From an optimization exercise on the open Yosys and OpenROAD flow, aimed at small area and a short achievable clock period; shortcuts taken in it are not production practice.
Function was checked by simulation only, so behaviour that the tests miss may differ from the original.
No activity file was given, so power comes from the tool's default toggle rates.

==> flow/design.v <==
`timescale 1ns/1ps
module bus_decoder (
    input  logic        BUS_CLK,
    input  logic        BUS_RST,
    input  logic [15:0] bus_add,
    input  logic        bus_rd,
    input  logic        bus_wr,
    output logic [7:0]  bus_rd_data,
    output logic        sys_rd,
    output logic        sys_wr,
    input  logic [7:0]  sys_rdata,
    output logic        pulse_wr,
    input  logic [7:0]  pulse_rdata,
    output logic        ts_inj_wr,
    input  logic [7:0]  ts_inj_rdata,
    output logic        ts_hor_wr,
    input  logic [7:0]  ts_hor_rdata
);
    localparam logic [15:0] SYS_BASE   = 16'h0300;
    localparam logic [15:0] PULSE_BASE = 16'h0100;
    localparam logic [15:0] TSI_BASE   = 16'h0700;
    localparam logic [15:0] TSH_BASE   = 16'h0900;
    logic sel_sys, sel_pulse, sel_ts_inj, sel_ts_hor;
    assign sel_sys    = bus_add[15:8] == SYS_BASE[15:8];
    assign sel_pulse  = bus_add[15:8] == PULSE_BASE[15:8];
    assign sel_ts_inj = bus_add[15:8] == TSI_BASE[15:8];
    assign sel_ts_hor = bus_add[15:8] == TSH_BASE[15:8];
    assign sys_rd    = bus_rd & sel_sys;
    assign sys_wr    = bus_wr & sel_sys;
    assign pulse_wr  = bus_wr & sel_pulse;
    assign ts_inj_wr = bus_wr & sel_ts_inj;
    assign ts_hor_wr = bus_wr & sel_ts_hor;
    always_ff @(posedge BUS_CLK) begin
        if (BUS_RST)
            bus_rd_data <= 8'h00;
        else if (bus_rd)
            bus_rd_data <= ({8{sel_sys}}    & sys_rdata)
                         | ({8{sel_pulse}}  & pulse_rdata)
                         | ({8{sel_ts_inj}} & ts_inj_rdata)
                         | ({8{sel_ts_hor}} & ts_hor_rdata);
    end
endmodule
`timescale 1ns/1ps
module system_regs (
    input  logic                 BUS_CLK,
    input  logic                 BUS_RST,
    input  logic                 regs_rd,
    input  logic                 regs_wr,
    input  logic [8-1:0] regs_offset,
    input  logic [7:0]           regs_wdata,
    output logic [7:0]           regs_rdata,
    output logic [28-1:0] ts_now,
    output logic                 resetb_ext,
    output logic [4:0]           led
);
    logic                 configured;
    logic [7:1]           gpio;
    logic [28-1:8] ts_snap;
    logic [28-1:0] ts_carry;
    assign ts_carry[0] = 1'b1;
    for (genvar i = 1; i < 28; i++) begin : g_carry
        assign ts_carry[i] = &ts_now[i-1:0];
    end
    logic [28-1:0] ts_toggle;
    assign ts_toggle = ts_carry & {28{~BUS_RST}};
    always_ff @(posedge BUS_CLK) begin
        if (BUS_RST)
            ts_now <= '0;
        else
            ts_now <= ts_now ^ ts_toggle;
    end
    always_ff @(posedge BUS_CLK) begin
        if (BUS_RST) begin
            configured <= 1'b0;
            gpio       <= '0;
            resetb_ext <= 1'b1;
        end else if (regs_wr) begin
            if (regs_offset == 8'd5)
                configured <= regs_wdata[0];
            if (regs_offset == 8'd8) begin
                gpio       <= regs_wdata[7:1];
                resetb_ext <= ~regs_wdata[0];
            end
        end
    end
    always_ff @(posedge BUS_CLK) begin
        if (regs_rd && regs_offset == 8'd12)
            ts_snap <= ts_now[28-1:8];
    end
    assign led = gpio[5:1];
    always_comb begin
        case (regs_offset)
            8'd0:            regs_rdata = 8'd1;
            8'd1:              regs_rdata = 8'd0;
            8'd2:              regs_rdata = 8'd1;
            8'd3:              regs_rdata = 8'd0;
            8'd4:         regs_rdata = {7'b0, configured};
            8'd8:               regs_rdata = {gpio, ~resetb_ext};
            8'd12:          regs_rdata = ts_now[7:0];
            8'd12 + 8'd1:   regs_rdata = ts_snap[15:8];
            8'd12 + 8'd2:   regs_rdata = ts_snap[23:16];
            8'd12 + 8'd3:   regs_rdata = {4'b0, ts_snap[27:24]};
            default:                     regs_rdata = 8'h00;
        endcase
    end
endmodule
`timescale 1ns/1ps
module pulse_gen (
    input  logic     BUS_CLK,
    input  logic     BUS_RST,
    input  logic     regs_wr,
    input  logic [8-1:0] regs_offset,
    input  logic [7:0] regs_wdata,
    output logic [7:0] regs_rdata,
    input  logic     trig_in,
    output logic     pulse
);
    logic [7:0] delay;
    logic [7:0] width;
    logic       ext_en;
    logic       busy;
    logic [7:0] cnt;
    logic [7:0] cnt_dec;
    logic [7:0] borrow;
    logic       start;
    logic       last;
    assign start = (regs_wr && regs_offset == 8'd0) || (trig_in && ext_en);
    assign last  = (cnt[7:1] == 7'd0) && (cnt[0] == pulse);
    assign borrow[0] = 1'b1;
    for (genvar i = 1; i < 8; i++) begin : g_borrow
        assign borrow[i] = ~|cnt[i-1:0];
    end
    assign cnt_dec = cnt ^ (borrow & {8{busy}});
    always_ff @(posedge BUS_CLK) begin
        if (BUS_RST) begin
            delay  <= 8'h00;
            width  <= 8'h00;
            ext_en <= 1'b0;
        end else if (regs_wr) begin
            if (regs_offset == 8'd1)
                delay <= regs_wdata;
            if (regs_offset == 8'd2)
                width <= regs_wdata;
            if (regs_offset == 8'd3)
                ext_en <= regs_wdata[0];
        end
    end
    always_ff @(posedge BUS_CLK) begin
        if (BUS_RST) begin
            busy  <= 1'b0;
            pulse <= 1'b0;
        end else if (!busy) begin
            if (start && width != 8'h00)
                busy <= 1'b1;
        end else if (last) begin
            busy  <= ~pulse;
            pulse <= ~pulse;
        end
    end
    always_ff @(posedge BUS_CLK) begin
        if (!busy)
            cnt <= delay;
        else if (last)
            cnt <= width;
        else
            cnt <= cnt_dec;
    end
    always_comb begin
        case (regs_offset)
            8'd0: regs_rdata = {7'b0, ~busy};
            8'd1: regs_rdata = delay;
            8'd2: regs_rdata = width;
            8'd3:  regs_rdata = {7'b0, ext_en};
            default:          regs_rdata = 8'h00;
        endcase
    end
endmodule
`timescale 1ns/1ps
module edge_timestamper (
    input  logic                 BUS_CLK,
    input  logic                 BUS_RST,
    input  logic                 regs_wr,
    input  logic [8-1:0] regs_offset,
    input  logic [7:0]           regs_wdata,
    output logic [7:0]           regs_rdata,
    input  logic                 di,
    input  logic [28-1:0] ts_now,
    input  logic                 fifo_read,
    output logic                 fifo_empty,
    output logic [8-1:0] fifo_head,
    output logic [8*28-1:0] fifo_mem
);
    localparam int D = 8;
    localparam int W = 28;
    logic [1:0]    di_sync;
    logic          di_prev;
    logic          rise;
    logic          enable;
    logic [7:0]    lost;
    logic [D:0]    occ;
    logic [7:0]    lost_inc;
    logic [7:0]    lost_carry;
    logic          lost_en;
    logic          full;
    logic          push;
    logic          pop;
    always_ff @(posedge BUS_CLK) begin
        if (BUS_RST) begin
            di_sync <= 2'b00;
            di_prev <= 1'b0;
        end else begin
            di_sync <= {di_sync[0], di};
            di_prev <= di_sync[1];
        end
    end
    assign rise       = di_sync[1] & ~di_prev;
    assign full       = occ[D];
    assign fifo_empty = occ[0];
    assign push       = rise & enable & ~full;
    assign pop        = fifo_read;
    assign fifo_head  = occ[D:1];
    always_ff @(posedge BUS_CLK) begin
        if (push)
            fifo_mem <= {fifo_mem[(D-1)*W-1:0], ts_now};
    end
    always_ff @(posedge BUS_CLK) begin
        if (BUS_RST)
            occ <= (D+1)'(1);
        else
            occ <= push ? (pop ? occ : {occ[D-1:0], 1'b0})
                        : (pop ? {1'b0, occ[D:1]} : occ);
    end
    assign lost_en = rise & enable & full & (lost != 8'hFF);
    assign lost_carry[0] = 1'b1;
    for (genvar i = 1; i < 8; i++) begin : g_carry
        assign lost_carry[i] = &lost[i-1:0];
    end
    assign lost_inc = lost ^ (lost_carry & {8{lost_en}});
    always_ff @(posedge BUS_CLK) begin
        if (BUS_RST) begin
            enable <= 1'b0;
            lost   <= 8'h00;
        end else begin
            if (regs_wr && regs_offset == 8'd0)
                enable <= regs_wdata[0];
            if (regs_wr && regs_offset == 8'd1)
                lost <= 8'h00;
            else
                lost <= lost_inc;
        end
    end
    always_comb begin
        case (regs_offset)
            8'd0: regs_rdata = {7'b0, enable};
            8'd1:   regs_rdata = lost;
            default:        regs_rdata = 8'h00;
        endcase
    end
endmodule
`timescale 1ns/1ps
module rr_arbiter (
    input  logic                      BUS_CLK,
    input  logic                      BUS_RST,
    input  logic [1:0]                src_empty,
    input  logic [8-1:0] src0_head,
    input  logic [8*28-1:0] src0_mem,
    input  logic [8-1:0] src1_head,
    input  logic [8*28-1:0] src1_mem,
    output logic [1:0]                src_read,
    input  logic                      arb_ready,
    output logic                      arb_write,
    output logic [31:0]               arb_data
);
    localparam int D = 8;
    localparam int W = 28;
    localparam logic [3:0] ID0 = 4'b0110;
    localparam logic [3:0] ID1 = 4'b0010;
    logic          last0;
    logic          pick1;
    logic          found;
    logic          pop;
    logic [W-1:0]  word0, word1;
    logic [W-1:0]  ts_q;
    assign pick1 = last0 ? ~src_empty[1] : src_empty[0];
    assign found = ~(src_empty[0] & src_empty[1]);
    assign pop   = found & arb_ready;
    assign src_read = {pop & pick1, pop & ~pick1};
    always_comb begin
        word0 = '0;
        word1 = '0;
        for (int i = 0; i < D; i++) begin
            word0 = word0 | ({W{src0_head[i]}} & src0_mem[i*W +: W]);
            word1 = word1 | ({W{src1_head[i]}} & src1_mem[i*W +: W]);
        end
    end
    always_ff @(posedge BUS_CLK) begin
        if (BUS_RST) begin
            last0     <= 1'b0;
            arb_write <= 1'b0;
        end else begin
            arb_write <= pop;
            if (pop)
                last0 <= ~pick1;
        end
    end
    always_ff @(posedge BUS_CLK)
        ts_q <= pick1 ? word1 : word0;
    assign arb_data = {last0 ? ID0 : ID1, ts_q};
endmodule
`timescale 1ns/1ps
module daq_core (
    input  logic        BUS_CLK,
    input  logic        BUS_RST,
    input  logic [15:0] bus_add,
    input  logic [7:0]  bus_wr_data,
    output logic [7:0]  bus_rd_data,
    input  logic        bus_rd,
    input  logic        bus_wr,
    input  logic        trig_in,
    input  logic        inj_loop_in,
    input  logic        hitor_in,
    output logic        inj_pulse,
    output logic        resetb_ext,
    output logic [4:0]  led,
    input  logic        arb_ready,
    output logic        arb_write,
    output logic [31:0] arb_data
);
    localparam int D = 8;
    localparam int W = 28;
    logic [W-1:0]   ts_now;
    logic [1:0]     src_empty;
    logic [1:0]     src_read;
    logic [D-1:0]   head0, head1;
    logic [D*W-1:0] mem0, mem1;
    logic [8-1:0] offset;
    logic       sys_rd, sys_wr, pulse_wr, ts_inj_wr, ts_hor_wr;
    logic [7:0] sys_rdata, pulse_rdata, ts_inj_rdata, ts_hor_rdata;
    assign offset = bus_add[8-1:0];
    bus_decoder bus_decoder0 (
        .BUS_CLK      (BUS_CLK),
        .BUS_RST      (BUS_RST),
        .bus_add      (bus_add),
        .bus_rd       (bus_rd),
        .bus_wr       (bus_wr),
        .bus_rd_data  (bus_rd_data),
        .sys_rd       (sys_rd),
        .sys_wr       (sys_wr),
        .sys_rdata    (sys_rdata),
        .pulse_wr     (pulse_wr),
        .pulse_rdata  (pulse_rdata),
        .ts_inj_wr    (ts_inj_wr),
        .ts_inj_rdata (ts_inj_rdata),
        .ts_hor_wr    (ts_hor_wr),
        .ts_hor_rdata (ts_hor_rdata)
    );
    system_regs system_regs0 (
        .BUS_CLK     (BUS_CLK),
        .BUS_RST     (BUS_RST),
        .regs_rd     (sys_rd),
        .regs_wr     (sys_wr),
        .regs_offset (offset),
        .regs_wdata  (bus_wr_data),
        .regs_rdata  (sys_rdata),
        .ts_now      (ts_now),
        .resetb_ext  (resetb_ext),
        .led         (led)
    );
    pulse_gen pulse_inj (
        .BUS_CLK     (BUS_CLK),
        .BUS_RST     (BUS_RST),
        .regs_wr     (pulse_wr),
        .regs_offset (offset),
        .regs_wdata  (bus_wr_data),
        .regs_rdata  (pulse_rdata),
        .trig_in     (trig_in),
        .pulse       (inj_pulse)
    );
    edge_timestamper ts_inj (
        .BUS_CLK     (BUS_CLK),
        .BUS_RST     (BUS_RST),
        .regs_wr     (ts_inj_wr),
        .regs_offset (offset),
        .regs_wdata  (bus_wr_data),
        .regs_rdata  (ts_inj_rdata),
        .di          (inj_loop_in),
        .ts_now      (ts_now),
        .fifo_read   (src_read[0]),
        .fifo_empty  (src_empty[0]),
        .fifo_head   (head0),
        .fifo_mem    (mem0)
    );
    edge_timestamper ts_hor (
        .BUS_CLK     (BUS_CLK),
        .BUS_RST     (BUS_RST),
        .regs_wr     (ts_hor_wr),
        .regs_offset (offset),
        .regs_wdata  (bus_wr_data),
        .regs_rdata  (ts_hor_rdata),
        .di          (hitor_in),
        .ts_now      (ts_now),
        .fifo_read   (src_read[1]),
        .fifo_empty  (src_empty[1]),
        .fifo_head   (head1),
        .fifo_mem    (mem1)
    );
    rr_arbiter rr_arbiter0 (
        .BUS_CLK   (BUS_CLK),
        .BUS_RST   (BUS_RST),
        .src_empty (src_empty),
        .src0_head (head0),
        .src0_mem  (mem0),
        .src1_head (head1),
        .src1_mem  (mem1),
        .src_read  (src_read),
        .arb_ready (arb_ready),
        .arb_write (arb_write),
        .arb_data  (arb_data)
    );
endmodule
==> flow/run.sh <==
#!/bin/bash
# synth_recipe.tcl (not shown) runs the flow's synth.tcl, then flattens the netlist and writes it again
# the make line also repeats each setting of config.mk as NAME=value (left out here)
make -C /OpenROAD-flow-scripts/flow DESIGN_CONFIG=/design/flow/config.mk WORK_HOME=/design/flow/orfs CLKGATE_MAP_FILE= SYNTH_SCRIPT=/design/flow/synth_recipe.tcl finish
==> flow/config.mk <==
export PLATFORM = sky130hd
export DESIGN_NAME = daq_core
export DESIGN_NICKNAME = daq_core
export VERILOG_FILES = /design/flow/design.v
export SDC_FILE = /design/flow/constraint.sdc
export NUM_CORES = 4
export LEC_CHECK = 0
export ABC_CLOCK_PERIOD_IN_PS = 1500
export CAP_MARGIN = 20
export CORE_MARGIN = 2
export CORE_UTILIZATION = 60
export CTS_CLUSTER_DIAMETER = 80
export CTS_CLUSTER_SIZE = 30
export SETUP_SLACK_MARGIN = 1.4
export SLEW_MARGIN = 20
==> flow/constraint.sdc <==
create_clock -name core_clock -period 3.0 [get_ports {BUS_CLK}]
set_input_delay 0.6000 -clock core_clock [delete_from_list [all_inputs] [get_ports {BUS_CLK}]]
set_output_delay 0.6000 -clock core_clock [all_outputs]
set_load 0.01 [all_outputs]
==> results.json, run 1 <==
{
  "placed_area_sq_um": 24490,
  "synthCells": 1525,
  "synth.ff_latch_count": 612,
  "drt_iter0_drc": 1575,
  "yosys.cell_types.count": 64,
  "ys.flop_type": "edfxtp_1",
  "cts_tree": "built",
  "synth_area_leader_cell": "edfxtp_1",
  "core.rowCount": 71,
  "ys_async_sr_fraction_pct": 0,
  "fin_cells": 2231,
  "yosysWarnings": 5,
  "crit_arrival_ns": 2.17,
  "rsz0062_at_grt": "yes",
  "grt_pass1_wl_mm": 84.00,
  "coreArea_sq_um": 37580,
  "viasPerCell": 6.496,
  "vdd_drop_max_v": 0.0004884,
  "area.growth.synth_to_final_pct": 19.24,
  "yosysTopAreaCellShare_pct": 61.61,
  "drtAntennaViolNets": 0,
  "drv_cap": 0,
  "worst-setup-path-type": "reg -> reg",
  "wl_per_cell_um": 26.01,
  "cts_root_buf": "clkbuf_16",
  "die_area_sq_um": 39590,
  "portBuffers": 76,
  "run_status": "finished clean",
  "layout_min_cycle_time_ns": 1.688,
  "synth.avg_cell_area_sq_um": 14.96,
  "crit_path_max_fanout": 5,
  "setup.worst_path.end_class": "flop",
  "timing.rr.end": "system_regs0.ts_now[19]",
  "dp_cells": 2077,
  "fin_nets": 1730,
  "min_from": "BUS_RST",
  "r2r_cells": 6,
  "dr.pass1.iters": 6,
  "fin_crit_sh_pct": 56.25,
  "min_to": "system_regs0.ts_now[2]",
  "timing.rr.start": "system_regs0.ts_now[0]",
  "leakage_uw": 0.009045,
  "wl_met1_mm": 23.80,
  "synthTopCellsByArea": "edfxtp_1 (62%), dfxtp_1 (13%), a22oi_1 (4.4%), a221oi_1 (2.2%), a22o_1 (2.2%)",
  "holdWs_ns": 0.4054,
  "yosysMostFrequentCell": "edfxtp_1",
  "wl_met3_mm": 4.287,
  "gr-usage-all-layers_pct": 28.78,
  "hold_buffers": 0,
  "synth_edf_count": 468,
  "gr-total-overflow": 0,
  "grt_max_degree": 74,
  "worstMarginPinSlew_ns": 0.5139,
  "fmax_mhz": 592.6,
  "fin_skew_ns": 0.03021,
  "grt_pass1_vias": 13960,
  "fin_util_pct": 72.38,
  "wl_mm": 58.03,
  "clk_latency_ns": 0.58,
  "start_util_pct": 60.70,
  "total_power_uw": 14670,
  "num_vias": 14490,
  "met2_length_mm": 27.64,
  "highest_layer": "met5",
  "synthTopCellsByCount": "edfxtp_1 (468), dfxtp_1 (144), a22oi_1 (134)",
  "syn_area_sq_um": 22810,
  "numCtsBuffers": 34,
  "slowest_delay_ns": 0.34,
  "drc": 0,
  "cts_sinks": 612,
  "critical_path.slowest_cell": "dfxtp_2",
  "fillCellCount": 2462,
  "die_h_um": 199.0,
  "seq_area_frac_synth_pct": 74.25,
  "crit_required_ns": 3.48,
  "cts_buffer_depth": 3,
  "hold_path.class": "in -> reg",
  "maxSlewHeadroom_pct": 65.70,
  "hold_violations": 0,
  "hpwl_mm": 34.13,
  "r2r_slack_ns": 1.31,
  "finalMaxSlewViolations": 0,
  "htreeDepth": 2,
  "setup_viol": 0,
  "path_cells": "buf_6 -> and4_4 -> nand3_4 -> nor3_4 -> nand4_1 -> mux2_1",
  "final_cell_area_sq_um": 27200,
  "top_level_ports": 80,
  "antenna_found_initial": 2,
  "clkTransAtPathRegs_ns": 0.12,
  "die_w_um": 199.0,
  "drive_gt1_share_pct": 25.36,
  "place_congestion": 0.9673,
  "min_path_cells": 2,
  "p_per_area_nw_per_um2": 539.2,
  "start_kind": "flop"
}
flip-flops by register name, indices dropped and copies added (netlist names), 2 cells and up:
register	count
bus_decoder0.bus_rd_data	8
pulse_inj.cnt	8
pulse_inj.delay	8
pulse_inj.width	8
rr_arbiter0.ts_q	28
system_regs0.gpio	7
system_regs0.ts_now	28
system_regs0.ts_snap	20
ts_hor.di_sync	2
ts_hor.fifo_mem	224
ts_hor.lost	8
ts_hor.occ	9
ts_inj.di_sync	2
ts_inj.fifo_mem	224
ts_inj.lost	8
ts_inj.occ	9
cells by family after synthesis:
logic type	Yosys count	share of synthesized area, %
AND/OR/NAND/NOR	336	7.619
other	2	0.03293
flip-flops	612	74.25
AO/OA/AOI/OAI	381	12.41
adder cells (fa/ha/maj)	4	0.2194
buffers and inverters	108	1.964
multiplexers	47	2.161
XOR/XNOR	35	1.344
repair_timing:
| action | in CTS | in global routing |
|---|---|---|
| gates resized for setup | 358 | 136 |
| pin swaps | 31 | 40 |
| cloned | 5 | 8 |
| setup endpoints to repair | 606 | 484 |
| buffers inserted | 57 | 22 |
worst max-delay path: cells and delay by family (launching register included):
family	cells	cell delay, ns
DFF	1	0.34
buffers and inverters	1	0.09
muxes	1	0.31
and+or+nand+nor	4	0.83
how the worst max path moves through the flow:
stage / startpoint / slack (ns) / cells past startpoint / to
6_report: system_regs0.ts_now[0] / 1.31 / 6 / system_regs0.ts_now[19]
5_1_grt: system_regs0.ts_now[0] / 1.24 / 6 / system_regs0.ts_now[19]
4_1_cts: bus_decoder0.bus_rd_data[0] / 1.30 / 1 / bus_rd_data[0]
3_5_place_dp: bus_add[6] / 0.30 / 6 / system_regs0.gpio[6]
3_3_place_gp: bus_add[6] / 0.33 / 6 / system_regs0.gpio[3]
2_1_floorplan: ts_inj.occ[8] / -0.40 / 5 / ts_inj.occ[1]
per-stage QoR:
stage               TNS, ns  worst slack [ns]
CTS                       0             1.301
global placement          0            0.3286
finish                    0             1.312
detailed placement        0            0.3030
floorplan            -4.285           -0.4031
global route              0             1.237
area by class of cell:
| cell class | instances | area (sq um) | share of cell area (%) |
|---|---|---|---|
| flip-flops and latches | 612 | 17090 | 62.84 |
| multi-input cells | 809 | 5949 | 21.87 |
| repair buffers | 221 | 2266 | 8.331 |
| clock buffers | 36 | 879.6 | 3.234 |
| well taps | 511 | 639.4 | 2.351 |
| clock inverters | 25 | 300.3 | 1.104 |
| inverters | 16 | 70.07 | 0.2576 |
| diodes | 1 | 2.502 | 0.009200 |
per-layer routing:
metal  up-vias  GRT usage [%]
li1       6383              -
met1      7299          39.93
met2       685          46.56
met3       123          3.594
met4         2          11.97
met5         -              0
layout by cell type, fill, tap and decap left out, drive strengths merged, types with 7 or more instances in the layout:
cell type      Yosys  final
nand4             37     37
and4               7      7
a221oi            56     56
clkbuf            78     46
nor2b             16     16
nand2             51     51
o21ai             21     21
clkinv             2     11
clkdlybuf4s50      0     13
inv               14     24
a21oi             38     38
nor4               9      9
dfxtp            144    144
buf               14    193
nand3             33     33
nor3              27     27
xor2              12     12
mux2i             38     38
a31oi             33     33
a21o               7      7
a22oi            134    134
a22o              56     56
nor2             126    126
edfxtp           468    468
xnor2             23     23
mux2               8      8
a211oi             9      9
report_power, final:
group / internal (uW) / total (uW) / switching, uW
clock: 2540 / 5440 / 2900
combinational: 110 / 249 / 139
sequential: 8970 / 8980 / 10.9
total: 11600 / 14700 / 3050
==> run 2: changes to the inputs <==
==> flow/flow/run.sh (new file) <==
#!/bin/bash
set -euo pipefail
export CTS_ARGS="-sink_clustering_enable -repair_clock_nets -sink_clustering_size 30 -sink_clustering_max_diameter 80 -dont_use_dummy_load"
export BUFFER_PORTS_ARGS="-buffer_cell sky130_fd_sc_hd__buf_2"
bash standard.sh > standard_flow.log 2>&1
==> flow/standard.sh (new file) <==
#!/bin/bash
# synth_recipe.tcl (not shown) runs the flow's synth.tcl, then flattens the netlist and writes it again
# the make line also repeats each setting of config.mk as NAME=value (left out here)
make -C /OpenROAD-flow-scripts/flow DESIGN_CONFIG=/design/flow/config.mk WORK_HOME=/design/flow/orfs CLKGATE_MAP_FILE= SYNTH_SCRIPT=/design/flow/synth_recipe.tcl "${@:-finish}"
--- a/flow/config.mk
+++ b/flow/config.mk
@@ -6,10 +6,9 @@
 export NUM_CORES = 4
 export LEC_CHECK = 0
-export ABC_CLOCK_PERIOD_IN_PS = 1500
 export CAP_MARGIN = 20
 export CORE_MARGIN = 2
-export CORE_UTILIZATION = 60
+export CORE_UTILIZATION = 65
 export CTS_CLUSTER_DIAMETER = 80
 export CTS_CLUSTER_SIZE = 30
-export SETUP_SLACK_MARGIN = 1.4
+export SETUP_SLACK_MARGIN = 1.3
 export SLEW_MARGIN = 20
removed: flow/run.sh
==> results.json, run 2 <==
{
  "grt_pass1_wl_mm": 79.44,
  "hpwl_mm": 33.01,
  "diodes": 0,
  "synth_edf_count": 468,
  "numCtsBuffers": 26,
  "grt.met2_usage_pct": 46.99,
  "synth.ff_latch_count": 612,
  "synthTopCellsByCount": "edfxtp_1 (468), dfxtp_1 (144), a22oi_1 (134)",
  "antenna_found_initial": 0,
  "layout_min_cycle_time_ns": 1.764,
  "fillCellCount": 2201,
  "clkTransAtPathRegs_ns": 0.11,
  "yosysTopAreaCellShare_pct": 61.61,
  "top_usage_layer": "met2",
  "drtAntennaViolNets": 0,
  "worst-path-buf-inv": 0,
  "final_cell_mix": "edfxtp_1 (468), a22oi_1 (134), nor2_1 (121)",
  "die_area_sq_um": 36610,
  "cts_sinks": 612,
  "fmax_mhz": 566.8,
  "p_per_area_nw_per_um2": 512.2,
  "critical_path.slowest_cell": "or3_4",
  "finalMaxSlewViolations": 0,
  "top_regs": "ts_hor.fifo_mem x224, ts_inj.fifo_mem x224",
  "drv_cap": 0,
  "hold_path.class": "in -> reg",
  "ys_async_sr_fraction_pct": 0,
  "crit_arrival_ns": 2.21,
  "core.rowCount": 68,
  "path_cells": "nand2_2 -> or3_4 -> nor3_4 -> nand4_1 -> mux2_4",
  "synth.avg_cell_area_sq_um": 14.96,
  "fin_nets": 1687,
  "vdd_drop_max_v": 0.0005588,
  "fin_skew_ns": 0.04919,
  "wl_mm": 54.08,
  "place_congestion": 0.9292,
  "worst_path_dominant_cell_family": "simple AND/OR/NAND/NOR gates",
  "mostFrequentLayoutCell": "edfxtp_1",
  "start_util_pct": 66.03,
  "cts_root_buf": "clkbuf_16",
  "crit_required_ns": 3.45,
  "timing.rr.start": "system_regs0.ts_now[10]",
  "ys.flop_type": "edfxtp_1",
  "holdWs_ns": 0.2108,
  "synthTopCellsByArea": "edfxtp_1 (62%), dfxtp_1 (13%), a22oi_1 (4.4%), a221oi_1 (2.2%), a22o_1 (2.2%)",
  "synth_area_leader_cell": "edfxtp_1",
  "maxSlewHeadroom_pct": 29.20,
  "die_w_um": 191.3,
  "cts_tree": "built",
  "syn_area_sq_um": 22810,
  "run_status": "finished clean",
  "yosysMostFrequentCell": "edfxtp_1",
  "gr-total-overflow": 0,
  "grt_max_degree": 94,
  "rsz0062_at_grt": "yes",
  "grt_pass1_vias": 13180,
  "clk_latency_ns": 0.58,
  "crit_path_max_fanout": 6,
  "die_h_um": 191.3,
  "total_power_uw": 13110,
  "worstSetupStartpoint": "system_regs0.ts_now[10]",
  "area.growth.synth_to_final_pct": 12.23,
  "slowest_delay_ns": 0.47,
  "seq_area_frac_synth_pct": 74.25,
  "grt.met3_usage_pct": 4.681,
  "fin_crit_sh_pct": 58.80,
  "yosysWarnings": 5,
  "htreeDepth": 1,
  "r2r_slack_ns": 1.24,
  "leakage_uw": 0.008448,
  "drc": 0,
  "portBuffers": 76,
  "grtUsageMet1_pct": 40.69,
  "worst-setup-path-type": "reg -> reg",
  "gr-usage-all-layers_pct": 28.91,
  "synthCells": 1525,
  "drt_iter0_drc": 1728,
  "worstMarginPinSlew_ns": 1.062,
  "dr.pass1.iters": 6,
  "viasPerCell": 6.769,
  "setup_viol": 0,
  "hold_violations": 0,
  "yosys.cell_types.count": 64,
  "setup.worst_path.end_class": "flop",
  "num_vias": 14240,
  "cts_buffer_depth": 3,
  "drive_gt1_share_pct": 20.07,
  "start_kind": "flop",
  "wl_per_cell_um": 25.70,
  "coreArea_sq_um": 34540,
  "top_level_ports": 80,
  "min_from": "inj_loop_in"
}
## run 2: cell counts after synthesis
Identical to the previous run, type by type.
## run 2: worst paths after layout
kind,to,cells past startpoint
setup / recovery,system_regs0.ts_now[19],5
hold / removal,ts_inj.di_sync[0],2
setup reg to reg,system_regs0.ts_now[19],5
hold reg to reg,ts_inj.fifo_mem[64],0
## run 2: cell families after synthesis
| family | after synthesis | share of synthesized area [%] |
|---|---|---|
| AO/OA/AOI/OAI | 381 | 12.41 |
| XOR/XNOR | 35 | 1.344 |
| adder cells (fa/ha/maj) | 4 | 0.2194 |
| buffers and inverters | 108 | 1.964 |
| flip-flops | 612 | 74.25 |
| multiplexers | 47 | 2.161 |
| other | 2 | 0.03293 |
| AND/OR/NAND/NOR | 336 | 7.619 |
## run 2: per-stage QoR
step	utilization (%)	TNS, ns	instance area, sq um	cells	worst slack (ns)
floorplan	-	-4.285	22970	1526	-0.4031
global placement	69.30	0	23940	2010	0.5743
detailed placement	69.30	0	23940	2010	0.5012
CTS	72.38	0	25000	2055	1.212
global route	74.11	0	25600	2104	1.171
finish	74.11	0	25600	2104	1.236
## run 2: layout make-up
| class | count | area (sq um) | share of cell area [%] |
|---|---|---|---|
| Multi-Input combinational cell | 809 | 5759 | 22.50 |
| Tap cell | 455 | 569.3 | 2.224 |
| Sequential cell | 612 | 17050 | 66.58 |
| Inverter | 16 | 62.56 | 0.2444 |
| Clock buffer | 26 | 650.6 | 2.542 |
| Timing Repair Buffer | 186 | 1513 | 5.909 |
## run 2: timing repair
| item | CTS | global route |
|---|---|---|
| resized for setup | 60 | 66 |
| pin swaps | 8 | 18 |
| setup endpoints to repair | 475 | 181 |
| setup buffers | 16 | 45 |
| cloned | 3 | 4 |
| hold buffers | 0 | 0 |
## run 2: power by group
part           internal (uW)  switching [uW]
logic                   64.7             118
registers               8980            9.69
clock network           1560            2380
total                  10600            2510
## run 2: layer usage
metal  vias to the layer above  wire (um)
li1                       6268          -
met1                      7156      21770
met2                       713      25930
met3                       104       4559
met4                         0       1821
met5                         -          0
==> run 3: changes to the inputs <==
--- a/flow/config.mk
+++ b/flow/config.mk
@@ -11,4 +11,4 @@
 export CTS_CLUSTER_DIAMETER = 80
 export CTS_CLUSTER_SIZE = 30
-export SETUP_SLACK_MARGIN = 1.3
+export SETUP_SLACK_MARGIN = 1.5
 export SLEW_MARGIN = 20
==> results.json, run 3 <==
{
  "synthTopCellsByArea": "edfxtp_1 (62%), dfxtp_1 (13%), a22oi_1 (4.4%), a221oi_1 (2.2%), a22o_1 (2.2%)",
  "yosys.cell_types.count": 64,
  "grt_pass1_vias": 13990,
  "htreeDepth": 1,
  "top_level_ports": 80,
  "place_congestion": 0.8807,
  "drtAntennaViolNets": 0,
  "portBuffers": 76,
  "setup_viol": 0,
  "num_vias": 14870,
  "grt_pass1_wl_mm": 84.54,
  "crit_path_max_fanout": 5,
  "yosysMostFrequentCell": "edfxtp_1",
  "yosysWarnings": 5,
  "die_area_sq_um": 36610,
  "run_status": "finished clean",
  "fin_nets": 1767,
  "muxShareOfSynthArea_pct": 2.161,
  "min_path_cells": 2,
  "r2r_slack_ns": 1.31,
  "core.rowCount": 68,
  "die_h_um": 191.3,
  "top_regs": "ts_hor.fifo_mem x224, ts_inj.fifo_mem x224",
  "hpwl_mm": 33.58,
  "drc": 0,
  "total_power_uw": 13140,
  "ys_async_sr_fraction_pct": 0,
  "ys.flop_type": "edfxtp_1",
  "synth_compound_area_share_pct": 12.41,
  "holdWs_ns": 0.2273,
  "synth_area_leader_cell": "edfxtp_1",
  "setup.worst_path.end_class": "flop",
  "leakage_uw": 0.009266,
  "synthXorXnorAreaFrac_pct": 1.344,
  "fin_skew_ns": 0.04120,
  "yosysTopAreaCellShare_pct": 61.61,
  "cts_root_buf": "clkbuf_16",
  "viasPerCell": 6.804,
  "fmax_mhz": 592.4,
  "start_util_pct": 66.03,
  "die_w_um": 191.3,
  "numCtsBuffers": 26,
  "mostFrequentLayoutCell": "edfxtp_1",
  "grt_max_degree": 60,
  "cts_buffer_depth": 3,
  "synthCells": 1525,
  "slowest_delay_ns": 0.44,
  "synth_top_family_by_area": "compound AO/OA/AOI/OAI gates",
  "cp_num_cells": 5,
  "synth-adder-area-share_pct": 0.2194,
  "gr-usage-all-layers_pct": 31.17,
  "synthTopCellsByCount": "edfxtp_1 (468), dfxtp_1 (144), a22oi_1 (134)",
  "synth.ff_latch_count": 612,
  "cts_tree": "built",
  "layout_min_cycle_time_ns": 1.688,
  "path_cells": "nand2_2 -> or3_4 -> nor3_4 -> nand4_1 -> mux2_4",
  "drive_gt1_share_pct": 31.00,
  "vdd_drop_max_v": 0.0005231,
  "coreArea_sq_um": 34540,
  "fin_tns_setup_ns": 0,
  "worst_path_dominant_cell_family": "simple AND/OR/NAND/NOR gates",
  "start_kind": "flop",
  "finalMaxSlewViolations": 0,
  "hold_violations": 0,
  "fin_crit_sh_pct": 56.27,
  "gr-total-overflow": 0,
  "critical_path.slowest_cell": "or3_4",
  "hold_path.class": "in -> reg",
  "maxSlewHeadroom_pct": 61.22,
  "seq_area_frac_synth_pct": 74.25,
  "drt_iter0_drc": 1588,
  "cts_sinks": 612,
  "dr.pass1.iters": 6,
  "synth_simple_gate_area_share_pct": 7.619,
  "synth_edf_count": 468,
  "clkTransAtPathRegs_ns": 0.11,
  "syn_area_sq_um": 22810,
  "worst-path-buf-inv": 0,
  "final_cell_mix": "edfxtp_1 (468), a22oi_1 (111), nor2_1 (110)",
  "rsz0062_at_grt": "yes",
  "area.growth.synth_to_final_pct": 21.47,
  "r2r_cells": 5,
  "crit_required_ns": 3.48,
  "clk_latency_ns": 0.58,
  "wl_per_cell_um": 27.37,
  "worst-setup-path-type": "reg -> reg",
  "crit_arrival_ns": 2.17,
  "wl_mm": 59.79,
  "worstMarginPinSlew_ns": 0.5781,
  "antenna_found_initial": 1,
  "synth.avg_cell_area_sq_um": 14.96,
  "p_per_area_nw_per_um2": 474.2,
  "drv_cap": 0
}
## run 3: cell counts after synthesis
Identical to the previous run, type by type.
## run 3: logic make-up (layout without fill, tap and decap cells)
family	Yosys count	count (layout)
compound gates	381	381
xor+xnor	35	35
fa+ha+maj	4	4
buf+inv	108	310
flops	612	612
mux	47	47
other cells	2	4
simple gates	336	337
## run 3: metrics by stage
stage / worst slack (ns) / cells / area (sq um) / util (%)
2_1_floorplan: -0.4031 / 1526 / 23100 / -
3_3_place_gp: 0.5631 / 2010 / 24020 / 69.52
3_5_place_dp: 0.5090 / 2010 / 24020 / 69.53
4_1_cts: 1.333 / 2128 / 26300 / 76.13
5_1_grt: 1.251 / 2184 / 27700 / 80.20
6_report: 1.312 / 2185 / 27710 / 80.21
## run 3: power breakdown
part | leakage (uW) | switching, uW | internal, uW | total [uW]
logic | 0.00356 | 143 | 87.3 | 230
registers | 0.00539 | 8.94 | 8960 | 8970
clock network | 0.000320 | 2380 | 1560 | 3940
## run 3: metal layers
metal | global-route usage, % | share of wire, % | vias to the layer above
li1 | - | - | 6443
met1 | 43.17 | 38 | 7392
met2 | 48.65 | 47 | 883
met3 | 5.728 | 9.8 | 148
met4 | 14.26 | 5.0 | 0
met5 | 0 | 0 | -
## run 3: final timing paths
check | startpoint | to
hold reg to reg | ts_hor.fifo_mem[28] | ts_hor.fifo_mem[56]
setup reg to reg | system_regs0.ts_now[9] | system_regs0.ts_now[19]
setup / recovery | system_regs0.ts_now[9] | system_regs0.ts_now[19]
hold / removal | hitor_in | ts_hor.di_sync[0]
## run 3: cell type report
cell class	count	area (sq um)
Tap cell	455	569.3
Fill cell	1885	6837
Sequential cell	612	17130
Antenna cell	1	2.502
Multi-Input combinational cell	807	6330
Timing Repair Buffer	268	2964
Clock buffer	26	650.6
Inverter	16	65.06
## run 3: worst register-to-register path: stages (launching register included)
cell and delay, ns:
dfxtp_4 0.38, nand2_2 0.06, or3_4 0.44, nor3_4 0.24
nand4_1 0.16, mux2_4 0.32
## run 3: what timing repair did
item | 4_1_cts | 5_1_grt
gates resized for setup | 190 | 178
hold buffers | 0 | 0
pin swaps | 44 | 76
cloned | 10 | 16
buffers inserted | 82 | 40
setup endpoints to repair | 615 | 435
==> run 4: changes to the inputs <==
--- a/flow/config.mk
+++ b/flow/config.mk
@@ -11,4 +11,4 @@
 export CTS_CLUSTER_DIAMETER = 80
 export CTS_CLUSTER_SIZE = 30
-export SETUP_SLACK_MARGIN = 1.5
+export SETUP_SLACK_MARGIN = 1.4
 export SLEW_MARGIN = 20
==> results.json, run 4 <==
{
  "ys.flop_type": "edfxtp_1",
  "area.growth.synth_to_final_pct": 15.39,
  "p_per_area_nw_per_um2": 500.0,
  "fin_nets": 1710,
  "die_area_sq_um": 36610,
  "hold_violations": 0,
  "drtAntennaViolNets": 0,
  "dr.pass1.iters": 5,
  "vdd_drop_max_v": 0.0006954,
  "crit_path_max_fanout": 2,
  "core.rowCount": 68,
  "mostFrequentLayoutCell": "edfxtp_1",
  "drive_gt1_share_pct": 24.34,
  "fin_crit_sh_pct": 55.88,
  "wl_per_cell_um": 26.90,
  "synthCells": 1525,
  "fin_skew_ns": 0.05428,
  "clkTransAtPathRegs_ns": 0.11,
  "holdWs_ns": 0.2291,
  "setup_viol": 0,
  "hold_path.class": "in -> reg",
  "cts_root_buf": "clkbuf_16",
  "synth.avg_cell_area_sq_um": 14.96,
  "start_util_pct": 66.03,
  "maxSlewHeadroom_pct": 65.12,
  "worst_path_dominant_cell_family": "flip-flops",
  "synthTopCellsByCount": "edfxtp_1 (468), dfxtp_1 (144), a22oi_1 (134)",
  "fillCellCount": 2075,
  "die_h_um": 191.3,
  "drv_cap": 0,
  "worst-setup-path-type": "reg -> out",
  "cts_buffer_depth": 3,
  "portBuffers": 76,
  "diodes": 0,
  "start_kind": "flop",
  "cts_sinks": 612,
  "path_cells": "buf_6",
  "synthTopCellsByArea": "edfxtp_1 (62%), dfxtp_1 (13%), a22oi_1 (4.4%), a221oi_1 (2.2%), a22o_1 (2.2%)",
  "grt_pass1_vias": 13550,
  "syn_area_sq_um": 22810,
  "gr-usage-all-layers_pct": 30.07,
  "antenna_found_initial": 0,
  "die_w_um": 191.3,
  "top_level_ports": 80,
  "layout_min_cycle_time_ns": 1.676,
  "coreArea_sq_um": 34540,
  "total_power_uw": 13160,
  "final_cell_mix": "edfxtp_1 (468), a22oi_1 (134), nor2_1 (117)",
  "drt_iter0_drc": 1771,
  "crit_required_ns": 2.40,
  "yosys.cell_types.count": 64,
  "numCtsBuffers": 26,
  "synth_edf_count": 468,
  "yosysTopAreaCellShare_pct": 61.61,
  "gr-total-overflow": 0,
  "wl_mm": 57.21,
  "yosysWarnings": 5,
  "synth.ff_latch_count": 612,
  "slowest_delay_ns": 0.36,
  "finalMaxSlewViolations": 0,
  "worst-path-buf-inv": 1,
  "synth_area_leader_cell": "edfxtp_1",
  "seq_area_frac_synth_pct": 74.25,
  "leakage_uw": 0.008696,
  "top_regs": "ts_hor.fifo_mem x224, ts_inj.fifo_mem x224",
  "num_vias": 14600,
  "run_status": "finished clean",
  "ys_async_sr_fraction_pct": 0,
  "crit_arrival_ns": 1.08,
  "place_congestion": 0.9281,
  "htreeDepth": 1,
  "worstMarginPinSlew_ns": 0.5232,
  "yosysMostFrequentCell": "edfxtp_1",
  "critical_path.slowest_cell": "dfxtp_4",
  "rsz0062_at_grt": "yes",
  "setup.worst_path.end_class": "primary output",
  "drc": 0,
  "viasPerCell": 6.862,
  "cts_tree": "built",
  "grt_pass1_wl_mm": 82.07,
  "clk_latency_ns": 0.59,
  "grt_max_degree": 79,
  "fmax_mhz": 596.5,
  "hpwl_mm": 33.60
}
## run 4: repair_timing
| action | CTS | global route |
|---|---|---|
| hold buffers | 0 | 0 |
| endpoints found under the setup margin | 610 | 486 |
| gates cloned | 4 | 10 |
| setup buffers | 44 | 35 |
| pin swaps | 15 | 27 |
| resized for setup | 140 | 91 |
## run 4: stage by stage
stage	utilization [%]	std cells	cell area [sq um]	setup TNS, ns	setup WS [ns]
3_5_place_dp	69.33	2008	23950	0	0.4516
4_1_cts	73.71	2082	25460	0	1.311
6_report	76.19	2127	26320	0	1.324
3_3_place_gp	69.33	2008	23950	0	0.4851
2_1_floorplan	-	1526	23030	-4.285	-0.4031
5_1_grt	76.19	2127	26320	0	1.281
## run 4: worst register-to-register path, delay by kind of cell, from the launching register on
kind / cells / cell delay, ns
DFF: 1 / 0.37
buffers and inverters: 1 / 0.15
and+or+nand+nor: 4 / 0.75
muxes: 1 / 0.27
## run 4: cell families after synthesis
family                     count (synthesis)  synth area share, %
AOI/OAI and AO/OA                        381                12.41
xor gates and xnor gates                  35                1.344
adders and majority gates                  4               0.2194
buffers and inverters                    108                1.964
DFF                                      612                74.25
muxes                                     47                2.161
other                                      2              0.03293
and+or+nand+nor                          336                7.619
## run 4: per-layer routing
layer / wire length (um) / track usage, % / vias to the layer above
met5: 0 / 0 / -
met4: 1899 / 8.817 / 0
met3: 5090 / 2.956 / 107
met2: 27850 / 48.90 / 851
met1: 22370 / 43.76 / 7335
li1: - / - / 6302
## run 4: final timing paths
kind,end,slack (ns),cells past startpoint,start
worst min register to register,ts_inj.fifo_mem[156],0.43,0,ts_inj.fifo_mem[128]
worst max-delay path,arb_data[30],1.32,1,rr_arbiter0.last0
worst min-delay path,ts_inj.di_sync[0],0.23,2,inj_loop_in
worst max register to register,system_regs0.ts_now[20],1.34,6,system_regs0.ts_now[13]
## run 4: cell type report
type	instances	area, sq um	area share [%]
tap	455	569.3	2.163
multi-input combinational	809	5926	22.51
clock buffer	26	650.6	2.472
timing repair buffer	209	2023	7.687
inverter	16	66.31	0.2520
sequential	612	17080	64.91
## run 4: power by group
| group | internal [uW] | switching (uW) | leakage, uW |
|---|---|---|---|
| sequential | 8980 | 8.59 | 0.00538 |
| clock | 1560 | 2400 | 0.000320 |
| combinational | 81.9 | 137 | 0.00299 |
| total | 10600 | 2540 | 0.00870 |
==> run 5: changes to the inputs <==
==> flow/flow/run.sh (replaced) <==
#!/bin/bash
set -euo pipefail
export OWN_FLOW_DIR="$PWD/flow"
export CTS_ARGS="-sink_clustering_enable -repair_clock_nets -sink_clustering_size 30 -sink_clustering_max_diameter 80 -dont_use_dummy_load"
export BUFFER_PORTS_ARGS="-buffer_cell sky130_fd_sc_hd__buf_2"
export POST_GLOBAL_ROUTE_TCL="$OWN_FLOW_DIR/post_grt.tcl"
export DS_LOCAL_MARGIN=1.42
export DS_GLOBAL_MARGIN=1.40
bash standard.sh > standard_flow.log 2>&1
==> flow/flow/downsize.tcl (new file) <==
# Area recovery that keeps timing: swap each cell for the smallest cell of its own
# family (same name up to the drive-strength suffix) that keeps the slack of every
# pin of the cell at or above DS_LOCAL ns and the design's worst slack at or above
# its value before the pass (or DS_GLOBAL ns if that is lower). Clock-tree cells,
# tap and filler cells are left alone.
proc ds_run {local_margin global_margin} {
  set dont_use {}
  if {[info exists ::env(DONT_USE_CELLS)]} { set dont_use $::env(DONT_USE_CELLS) }
  set wns0 [expr {[sta::worst_slack_cmd max] * 1e9}]
  set gmin [expr {min($wns0, $global_margin)}]
  # family -> list of {area libcell}
  array set fam {}
  foreach lc [get_lib_cells sky130_fd_sc_hd__*] {
    set n [get_name $lc]
    if {[lsearch -exact $dont_use $n] >= 0} continue
    if {![regexp {^(.*)_([0-9]+)$} $n -> base drv]} continue
    lappend fam($base) [list [get_property $lc area] $n]
  }
  foreach b [array names fam] { set fam($b) [lsort -real -index 0 $fam($b)] }
  set saved 0.0
  set swaps 0
  foreach inst [get_cells *] {
    set ref [get_property $inst ref_name]
    if {![regexp {^(.*)_([0-9]+)$} $ref -> base drv]} continue
    if {[string match "*clkbuf*" $ref] || [string match "*clkinv*" $ref] || [string match "*tap*" $ref] || [string match "*fill*" $ref] || [string match "*decap*" $ref] || [string match "*conb*" $ref]} continue
    if {![info exists fam($base)]} continue
    set iname [get_full_name $inst]
    if {[string match "clk*" $iname]} continue
    set a0 [get_property [get_lib_cells $ref] area]
    foreach cand $fam($base) {
      lassign $cand a n
      if {$a >= $a0} break
      replace_cell $inst $n
      estimate_parasitics -global_routing
      set ok 1
      foreach p [get_pins -of_objects $inst] {
        set s [get_property $p slack_max]
        if {$s ne "" && $s < $local_margin} { set ok 0; break }
      }
      if {$ok && [sta::worst_slack_cmd max] * 1e9 < $gmin} { set ok 0 }
      if {$ok} {
        set saved [expr {$saved + $a0 - $a}]
        incr swaps
        break
      }
      replace_cell $inst $ref
      estimate_parasitics -global_routing
    }
  }
  puts "downsize: $swaps cells, [format %.1f $saved] um2 saved, worst slack [format %.3f [expr {[sta::worst_slack_cmd max]*1e9}]] (was [format %.3f $wns0])"
}
==> flow/flow/post_grt.tcl (new file) <==
# Hook run by ORFS's global_route.tcl after its timing repair (POST_GLOBAL_ROUTE_TCL):
# recover area on cells with slack to spare, then reroute the touched nets and
# rewrite the route guides for detailed routing.
source $::env(OWN_FLOW_DIR)/downsize.tcl
global_route -start_incremental
ds_run $::env(DS_LOCAL_MARGIN) $::env(DS_GLOBAL_MARGIN)
global_route -end_incremental
estimate_parasitics -global_routing
report_worst_slack
report_design_area
write_guides $::env(RESULTS_DIR)/route.guide
==> results.json, run 5 <==
{
  "drc": 0,
  "synthCells": 1525,
  "synth.avg_cell_area_sq_um": 14.96,
  "cts_root_buf": "clkbuf_16",
  "drtAntennaViolNets": 0,
  "crit_path_end": "arb_data[30]",
  "synth_edf_count": 468,
  "layout_min_cycle_time_ns": 1.677,
  "crit_path_max_fanout": 2,
  "hpwl_mm": 33.60,
  "setup_slack_ns": 1.323,
  "yosysMostFrequentCell": "edfxtp_1",
  "ys_async_sr_fraction_pct": 0,
  "crit_required_ns": 2.40,
  "post-cts-setup-buffer-count": 44,
  "antenna_found_initial": 0,
  "hold_violations": 0,
  "yosysWarnings": 5,
  "run_status": "finished clean",
  "start_util_pct": 66.03,
  "finalMaxSlewViolations": 0,
  "numCtsBuffers": 26,
  "synthTopCellsByCount": "edfxtp_1 (468), dfxtp_1 (144), a22oi_1 (134)",
  "r2r_cells": 6,
  "holdWs_ns": 0.2235,
  "fin_skew_ns": 0.05282,
  "cts_sinks": 612,
  "total_power_uw": 13150,
  "coreArea_sq_um": 34540,
  "die_area_sq_um": 36610,
  "dpl_worst_slack_ns": 0.4516,
  "vdd_drop_max_v": 0.0007043,
  "maxSlewHeadroom_pct": 56.56,
  "top_level_ports": 80,
  "worst-setup-path-type": "reg -> out",
  "fmax_mhz": 596.2,
  "area.growth.synth_to_final_pct": 14.35,
  "dr.pass1.iters": 5,
  "wl_per_cell_um": 26.89,
  "cp_num_cells": 1,
  "worstMarginPinSlew_ns": 0.6425,
  "r2r_slack_ns": 1.34,
  "mostFrequentLayoutCell": "edfxtp_1",
  "htreeDepth": 1,
  "worst_path_dominant_cell_family": "flip-flops",
  "grt_pass1_wl_mm": 82.07,
  "p_per_area_nw_per_um2": 504.3,
  "synth.ff_latch_count": 612,
  "num_vias": 14500,
  "hold_buffers": 0,
  "die_h_um": 191.3,
  "cts_resized": 140,
  "timing.rr.end": "system_regs0.ts_now[20]",
  "grt_max_degree": 79,
  "setup_viol": 0,
  "gr-total-overflow": 0,
  "setup.worst_path.end_class": "primary output",
  "cts_tree": "built",
  "wl_mm": 57.20,
  "viasPerCell": 6.819,
  "ys.flop_type": "edfxtp_1",
  "drv_cap": 0,
  "leakage_uw": 0.008507,
  "worstSetupStartpoint": "rr_arbiter0.last0",
  "fin_crit_sh_pct": 55.91,
  "yosys.cell_types.count": 64,
  "gr-usage-all-layers_pct": 30.07,
  "slowest_delay_ns": 0.36,
  "die_w_um": 191.3,
  "seq_area_frac_synth_pct": 74.25,
  "critical_path.slowest_cell": "dfxtp_4",
  "crit_arrival_ns": 1.08,
  "worst-path-buf-inv": 1,
  "synthTopCellsByArea": "edfxtp_1 (62%), dfxtp_1 (13%), a22oi_1 (4.4%), a221oi_1 (2.2%), a22o_1 (2.2%)",
  "diodes": 0,
  "fin_nets": 1710,
  "fillCellCount": 2137,
  "drive_gt1_share_pct": 21.35,
  "cts_buffer_depth": 3,
  "clkTransAtPathRegs_ns": 0.11,
  "path_cells": "buf_6",
  "final_cell_mix": "edfxtp_1 (468), a22oi_1 (134), nor2_1 (117)",
  "top_regs": "ts_hor.fifo_mem x224, ts_inj.fifo_mem x224",
  "timing.rr.start": "system_regs0.ts_now[13]",
  "drt_iter0_drc": 1669,
  "start_kind": "flop",
  "place_congestion": 0.9281,
  "portBuffers": 76,
  "grt_pass1_vias": 13550,
  "core.rowCount": 68,
  "hold_path.class": "in -> reg",
  "synth_area_leader_cell": "edfxtp_1",
  "yosysTopAreaCellShare_pct": 61.61,
  "clk_latency_ns": 0.59,
  "syn_area_sq_um": 22810
}
## run 5: cell type report
cell class                 instances  area [sq um]  area share, %
sequential                       612         17080          65.50
multi-input combinational        809          5909          22.66
timing repair buffer             209          1805          6.922
clock buffer                      26         650.6          2.494
tap                              455         569.3          2.183
inverter                          16         63.81         0.2447
## run 5: cell families after synthesis
| kind of cell | Yosys count | share of synthesized area [%] |
|---|---|---|
| compound gates | 381 | 12.41 |
| xor+xnor | 35 | 1.344 |
| fa+ha+maj | 4 | 0.2194 |
| buf+inv | 108 | 1.964 |
| flops | 612 | 74.25 |
| mux | 47 | 2.161 |
| other cells | 2 | 0.03293 |
| simple gates | 336 | 7.619 |
## run 5: per-stage QoR
stage,cells,utilization (%),cell area [sq um],TNS (ns)
2_1_floorplan,1526,-,23030,-4.285
3_3_place_gp,2008,69.33,23950,0
3_5_place_dp,2008,69.33,23950,0
4_1_cts,2082,73.71,25460,0
6_report,2127,75.51,26080,0
## run 5: power breakdown
group,switching [uW],leakage [uW],total [uW],internal (uW)
clock,2400,0.000320,3960,1560
combinational,136,0.00280,212,76.7
sequential,8.45,0.00538,8980,8980
## run 5: how the worst min path moves through the flow
stage / cells after the start / from / to / slack [ns]
after floorplan: 1 / ts_hor.di_sync[0] / ts_hor.di_sync[1] / 0.41
after global placement: 1 / ts_hor.di_sync[0] / ts_hor.di_sync[1] / 0.42
after detailed placement: 0 / ts_inj.fifo_mem[150] / ts_inj.fifo_mem[178] / 0.43
after CTS: 2 / inj_loop_in / ts_inj.di_sync[0] / 0.22
final: 2 / inj_loop_in / ts_inj.di_sync[0] / 0.22
## run 5: metal layers
| metal | track usage (%) | part of all wire [%] |
|---|---|---|
| met5 | 0 | 0 |
| met4 | 8.817 | 3.2 |
| met1 | 43.76 | 40 |
| met3 | 2.956 | 8.4 |
| met2 | 48.90 | 49 |
==> run 6: changes to the inputs <==
--- a/flow/flow/run.sh
+++ b/flow/flow/run.sh
@@ -5,5 +5,5 @@
 export BUFFER_PORTS_ARGS="-buffer_cell sky130_fd_sc_hd__buf_2"
 export POST_GLOBAL_ROUTE_TCL="$OWN_FLOW_DIR/post_grt.tcl"
-export DS_LOCAL_MARGIN=1.42
+export DS_LOCAL_MARGIN=1.37
 export DS_GLOBAL_MARGIN=1.40
 bash standard.sh > standard_flow.log 2>&1
==> results.json, run 6 <==
{
  "run_status": "finished clean",
  "cts_sinks": 612,
  "drive_gt1_share_pct": 19.56,
  "fin_skew_ns": 0.05426,
  "synth.ff_latch_count": 612,
  "post-cts-setup-buffer-count": 44,
  "cts_root_buf": "clkbuf_16",
  "synth_area_leader_cell": "edfxtp_1",
  "die_area_sq_um": 36610,
  "seq_area_frac_synth_pct": 74.25,
  "core.rowCount": 68,
  "fin_cells": 2127,
  "drt_iter0_drc": 1756,
  "crit_path_max_fanout": 2,
  "yosysWarnings": 5,
  "hold_violations": 0,
  "min_from": "inj_loop_in",
  "dr.pass1.iters": 8,
  "path_cells": "buf_6",
  "gr-usage-all-layers_pct": 30.07,
  "synth.avg_cell_area_sq_um": 14.96,
  "hpwl_mm": 33.60,
  "timing.rr.start": "system_regs0.ts_now[13]",
  "leakage_uw": 0.008429,
  "clkTransAtPathRegs_ns": 0.11,
  "fmax_mhz": 596.0,
  "vdd_drop_max_v": 0.0006941,
  "final-seq-area_sq_um": 17070,
  "cts_resized": 140,
  "start_util_pct": 66.03,
  "placed_area_sq_um": 23950,
  "wl_per_cell_um": 26.88,
  "worstSetupStartpoint": "rr_arbiter0.last0",
  "yosysMostFrequentCell": "edfxtp_1",
  "htreeDepth": 1,
  "ys.flop_type": "edfxtp_1",
  "yosys.cell_types.count": 64,
  "area.growth.synth_to_final_pct": 13.28,
  "top_regs": "ts_hor.fifo_mem x224, ts_inj.fifo_mem x224",
  "maxSlewHeadroom_pct": 55.90,
  "syn_area_sq_um": 22810,
  "ys_async_sr_fraction_pct": 0,
  "die_w_um": 191.3,
  "worst-setup-path-type": "reg -> out",
  "multi_input_area_sq_um": 5831,
  "grt_pass1_vias": 13550,
  "gr-total-overflow": 0,
  "fillCellCount": 2190,
  "total_power_uw": 13140,
  "diodes": 0,
  "crit_required_ns": 2.40,
  "finalMaxSlewViolations": 0,
  "yosysTopAreaCellShare_pct": 61.61,
  "synthCells": 1525,
  "drtAntennaViolNets": 0,
  "hold_path.class": "in -> reg",
  "dp_cells": 2008,
  "final_cell_area_sq_um": 25840,
  "drc": 0,
  "fin_tns_setup_ns": 0,
  "worstMarginPinSlew_ns": 0.6523,
  "layout_min_cycle_time_ns": 1.678,
  "grt_max_degree": 79,
  "cts_tree": "built",
  "coreArea_sq_um": 34540,
  "cts_buffer_depth": 3,
  "num_vias": 14500,
  "die_h_um": 191.3,
  "fin_crit_sh_pct": 55.93,
  "critical_path.slowest_cell": "dfxtp_4",
  "final_cell_mix": "edfxtp_1 (468), a22oi_1 (134), nor2_1 (118)",
  "antenna_found_initial": 0,
  "synth_edf_count": 468,
  "place_congestion": 0.9281,
  "wl_mm": 57.18,
  "p_per_area_nw_per_um2": 508.7,
  "slowest_delay_ns": 0.36,
  "holdWs_ns": 0.2244,
  "hold_buffers": 0,
  "synthTopCellsByCount": "edfxtp_1 (468), dfxtp_1 (144), a22oi_1 (134)",
  "synthTopCellsByArea": "edfxtp_1 (62%), dfxtp_1 (13%), a22oi_1 (4.4%), a221oi_1 (2.2%), a22o_1 (2.2%)",
  "grt_pass1_wl_mm": 82.07,
  "portBuffers": 76,
  "clk_latency_ns": 0.59,
  "fin_nets": 1710,
  "mostFrequentLayoutCell": "edfxtp_1",
  "crit_arrival_ns": 1.08,
  "viasPerCell": 6.819,
  "setup.worst_path.end_class": "primary output",
  "top_level_ports": 80,
  "setup_viol": 0,
  "drv_cap": 0,
  "numCtsBuffers": 26,
  "start_kind": "flop",
  "worst-path-buf-inv": 1,
  "worst_path_dominant_cell_family": "flip-flops"
}
==> run 6: cell counts after synthesis <==
No cell type changed its count.
==> run 6: area by class of cell <==
class | count | area share (%)
Sequential cell | 612 | 66.05
Inverter | 16 | 0.2470
Clock buffer | 26 | 2.518
Timing Repair Buffer | 209 | 6.411
Multi-Input combinational cell | 809 | 22.57
Tap cell | 455 | 2.203
==> run 6: kinds of logic (layout without fill, tap and decap cells) <==
logic type               Yosys count  in the layout  synth area share (%)
adder cells (fa/ha/maj)            4              4                0.2194
flip-flops                       612            612                 74.25
AO/OA/AOI/OAI                    381            382                 12.41
AND/OR/NAND/NOR                  336            338                 7.619
XOR/XNOR                          35             35                 1.344
buffers and inverters            108            251                 1.964
other                              2              3               0.03293
multiplexers                      47             47                 2.161
==> run 6: worst paths after layout <==
check        cells past startpoint  slack [ns]                 endpoint
max reg2reg                      6        1.35  system_regs0.ts_now[20]
min reg2reg                      0        0.42     ts_inj.fifo_mem[156]
min                              2        0.22        ts_inj.di_sync[0]
max                              1        1.32             arb_data[30]
==> run 6: through the flow <==
step / setup slack (ns) / util [%]
floorplan: -0.4031 / -
global placement: 0.4851 / 69.33
detailed placement: 0.4516 / 69.33
CTS: 1.311 / 73.71
finish: 1.322 / 74.80
==> run 6: power breakdown <==
| group | switching (uW) | internal [uW] |
|---|---|---|
| clock | 2390 | 1560 |
| combinational | 134 | 72.0 |
| sequential | 8.05 | 8980 |
==> run 6: layer usage <==
metal  GRT usage [%]  share of wire [%]  up-vias
li1                -                  -     6307
met1           43.76                 39     7231
met2           48.90                 48      843
met3           2.956                8.9      122
met4           8.817                3.5        0
met5               0                  0        -
==> run 7: changes to the inputs <==
--- a/flow/flow/run.sh
+++ b/flow/flow/run.sh
@@ -5,5 +5,5 @@
 export BUFFER_PORTS_ARGS="-buffer_cell sky130_fd_sc_hd__buf_2"
 export POST_GLOBAL_ROUTE_TCL="$OWN_FLOW_DIR/post_grt.tcl"
-export DS_LOCAL_MARGIN=1.37
+export DS_LOCAL_MARGIN=1.33
 export DS_GLOBAL_MARGIN=1.40
 bash standard.sh > standard_flow.log 2>&1
==> results.json, run 7 <==
{
  "run_status": "finished clean",
  "setup_slack_ns": 1.315,
  "setup_viol": 0,
  "crit_arrival_ns": 1.08,
  "slowest_delay_ns": 0.36,
  "dr.pass1.iters": 6,
  "placed_area_sq_um": 23950,
  "top_level_ports": 80,
  "layout_min_cycle_time_ns": 1.685,
  "numCtsBuffers": 26,
  "synth_edf_count": 468,
  "mostFrequentLayoutCell": "edfxtp_1",
  "worst-path-buf-inv": 1,
  "hpwl_mm": 33.60,
  "leakage_uw": 0.008323,
  "place_congestion": 0.9281,
  "ys_async_sr_fraction_pct": 0,
  "r2r_cells": 6,
  "yosysMostFrequentCell": "edfxtp_1",
  "drive_gt1_share_pct": 17.52,
  "start_kind": "flop",
  "final_cell_area_sq_um": 25580,
  "ys.flop_type": "edfxtp_1",
  "hold_path.class": "in -> reg",
  "diodes": 0,
  "clkTransAtPathRegs_ns": 0.12,
  "cts_tree": "built",
  "grt.met3_usage_pct": 2.956,
  "grtUsageMet1_pct": 43.76,
  "worst_path_dominant_cell_family": "flip-flops",
  "die_area_sq_um": 36610,
  "htreeDepth": 1,
  "finalMaxSlewViolations": 0,
  "clk_latency_ns": 0.60,
  "final_cell_mix": "edfxtp_1 (468), a22oi_1 (134), nor2_1 (119)",
  "setup.worst_path.end_class": "primary output",
  "seq_area_frac_synth_pct": 74.25,
  "switchingPower_uw": 2545,
  "wl_mm": 57.36,
  "wl_per_cell_um": 26.97,
  "die_h_um": 191.3,
  "timing.rr.end": "bus_decoder0.bus_rd_data[1]",
  "critical_path.slowest_cell": "dfxtp_4",
  "coreArea_sq_um": 34540,
  "top_usage_layer": "met2",
  "hold_buffers": 0,
  "min_from": "inj_loop_in",
  "cts_root_buf": "clkbuf_16",
  "crit_path_max_fanout": 2,
  "synth.avg_cell_area_sq_um": 14.96,
  "drtAntennaViolNets": 0,
  "synthTopCellsByArea": "edfxtp_1 (62%), dfxtp_1 (13%), a22oi_1 (4.4%), a221oi_1 (2.2%), a22o_1 (2.2%)",
  "synth.ff_latch_count": 612,
  "gr-usage-all-layers_pct": 30.07,
  "yosysTopAreaCellShare_pct": 61.61,
  "drc": 0,
  "fmax_mhz": 593.5,
  "area.growth.synth_to_final_pct": 12.16,
  "start_util_pct": 66.03,
  "grt.met2_usage_pct": 48.90,
  "vdd_drop_max_v": 0.0007029,
  "maxSlewHeadroom_pct": 55.30,
  "clkPwrFrac_pct": 30.1,
  "seqPwrFrac_pct": 68.4,
  "worst-setup-path-type": "reg -> out",
  "cts_resized": 140,
  "synthCells": 1525,
  "path_cells": "buf_6",
  "dp_cells": 2008,
  "die_w_um": 191.3,
  "total_power_uw": 13150,
  "fin_crit_sh_pct": 56.17,
  "synth_area_leader_cell": "edfxtp_1",
  "yosysWarnings": 5,
  "syn_area_sq_um": 22810,
  "num_vias": 14460,
  "grt_pass1_vias": 13550,
  "hold_violations": 0,
  "antenna_found_initial": 0,
  "fillCellCount": 2251,
  "portBuffers": 76,
  "fin_skew_ns": 0.05855,
  "drt_iter0_drc": 1744,
  "drv_cap": 0,
  "post-cts-setup-buffer-count": 44,
  "swShare_pct": 19.35,
  "r2r_slack_ns": 1.32,
  "holdWs_ns": 0.2238,
  "min_to": "ts_inj.di_sync[0]",
  "core.rowCount": 68,
  "min_path_cells": 2,
  "gr-total-overflow": 0,
  "p_per_area_nw_per_um2": 514.0,
  "cts_buffer_depth": 3,
  "cts_sinks": 612,
  "grt_max_degree": 79,
  "crit_required_ns": 2.40,
  "top_regs": "ts_hor.fifo_mem x224, ts_inj.fifo_mem x224",
  "synthTopCellsByCount": "edfxtp_1 (468), dfxtp_1 (144), a22oi_1 (134)",
  "dpl_worst_slack_ns": 0.4516,
  "p_int_uw": 10600,
  "worstMarginPinSlew_ns": 0.6612,
  "viasPerCell": 6.798,
  "yosys.cell_types.count": 64,
  "combPwrFrac_pct": 1.5,
  "fin_nets": 1710,
  "grt_pass1_wl_mm": 82.07,
  "timing.rr.start": "system_regs0.ts_now[1]",
  "fin_cells": 2127
}
==> run 7: cell counts after synthesis <==
Identical to the previous run, type by type.
==> run 7: cells by family (layout without fill, tap and decap cells) <==
group	count (synthesis)	in the layout	share of synthesized area, %
AO/OA/AOI/OAI	381	382	12.41
XOR/XNOR	35	35	1.344
adder cells (fa/ha/maj)	4	4	0.2194
buffers and inverters	108	251	1.964
flip-flops	612	612	74.25
multiplexers	47	47	2.161
other	2	3	0.03293
AND/OR/NAND/NOR	336	338	7.619
==> run 7: power by group through the flow <==
stage	clock network (uW)	registers [uW]	logic, uW
floorplan	0	9200	102
global placement	0	9200	176
detailed placement	0	9200	179
CTS	4010	8990	197
finish	3960	8990	198
==> run 7: per-layer routing <==
metal	wire, um	part of all wire (%)
met5	0	0
met4	1965	3.4
met3	4745	8.3
met2	27640	48
met1	23000	40
==> run 7: how the worst max path moves through the flow <==
stage	startpoint	end	slack, ns	cells after the start
floorplan	ts_inj.occ[8]	ts_inj.occ[1]	-0.40	5
global placement	bus_add[6]	pulse_inj.delay[2]	0.49	6
detailed placement	bus_add[6]	pulse_inj.delay[3]	0.45	6
CTS	rr_arbiter0.last0	arb_data[30]	1.31	1
finish	rr_arbiter0.last0	arb_data[30]	1.32	1
==> run 7: final cells by class <==
class | instances | area (sq um) | area share [%]
repair buffers | 209 | 1496 | 5.850
flip-flops and latches | 612 | 17050 | 66.64
multi-input cells | 809 | 5754 | 22.49
clock buffers | 26 | 650.6 | 2.543
inverters | 16 | 63.81 | 0.2494
well taps | 455 | 569.3 | 2.225
==> run 7: metrics by stage <==
| step | util, % | setup TNS [ns] |
|---|---|---|
| 3_3_place_gp | 69.33 | 0 |
| 3_5_place_dp | 69.33 | 0 |
| 2_1_floorplan | - | -4.285 |
| 6_report | 74.06 | 0 |
| 4_1_cts | 73.71 | 0 |

## port drivers added, routing unchanged
In the flow no input, the clock included, has a driving cell. The finished layouts below were timed again as built, in two steps. Step 1 assumes that a clkbuf_16 drives the clock port and a buf_2 every other input. Step 2 also shifts input and output timing later by t, the mid clock arrival at the registers, as if the neighbouring blocks saw the same clock. Slacks: ideal ports / drivers / drivers and shift; pairs: ideal ports / drivers.
run | t, ns | slack for setup (ns) | pins driven straight from the clock port
run 1 | 0.619 | 1.312 / 1.262 / 0.765 | 1
run 2 | 0.617 | 1.236 / 1.236 / 0.751 | 1
run 3 | 0.619 | 1.312 / 1.292 / 0.796 | 1
run 4 | 0.616 | 1.324 / 1.269 / 0.807 | 1
run 5 | 0.617 | 1.323 / 1.268 / 0.811 | 1
run 6 | 0.618 | 1.322 / 1.267 / 0.814 | 1
run 7 | 0.621 | 1.315 / 1.260 / 0.789 | 1
After both steps every run listed still meets setup and hold. The setup slack of run 1, which loses most, moves by -0.050 ns with the drivers and by -0.547 ns with both steps.
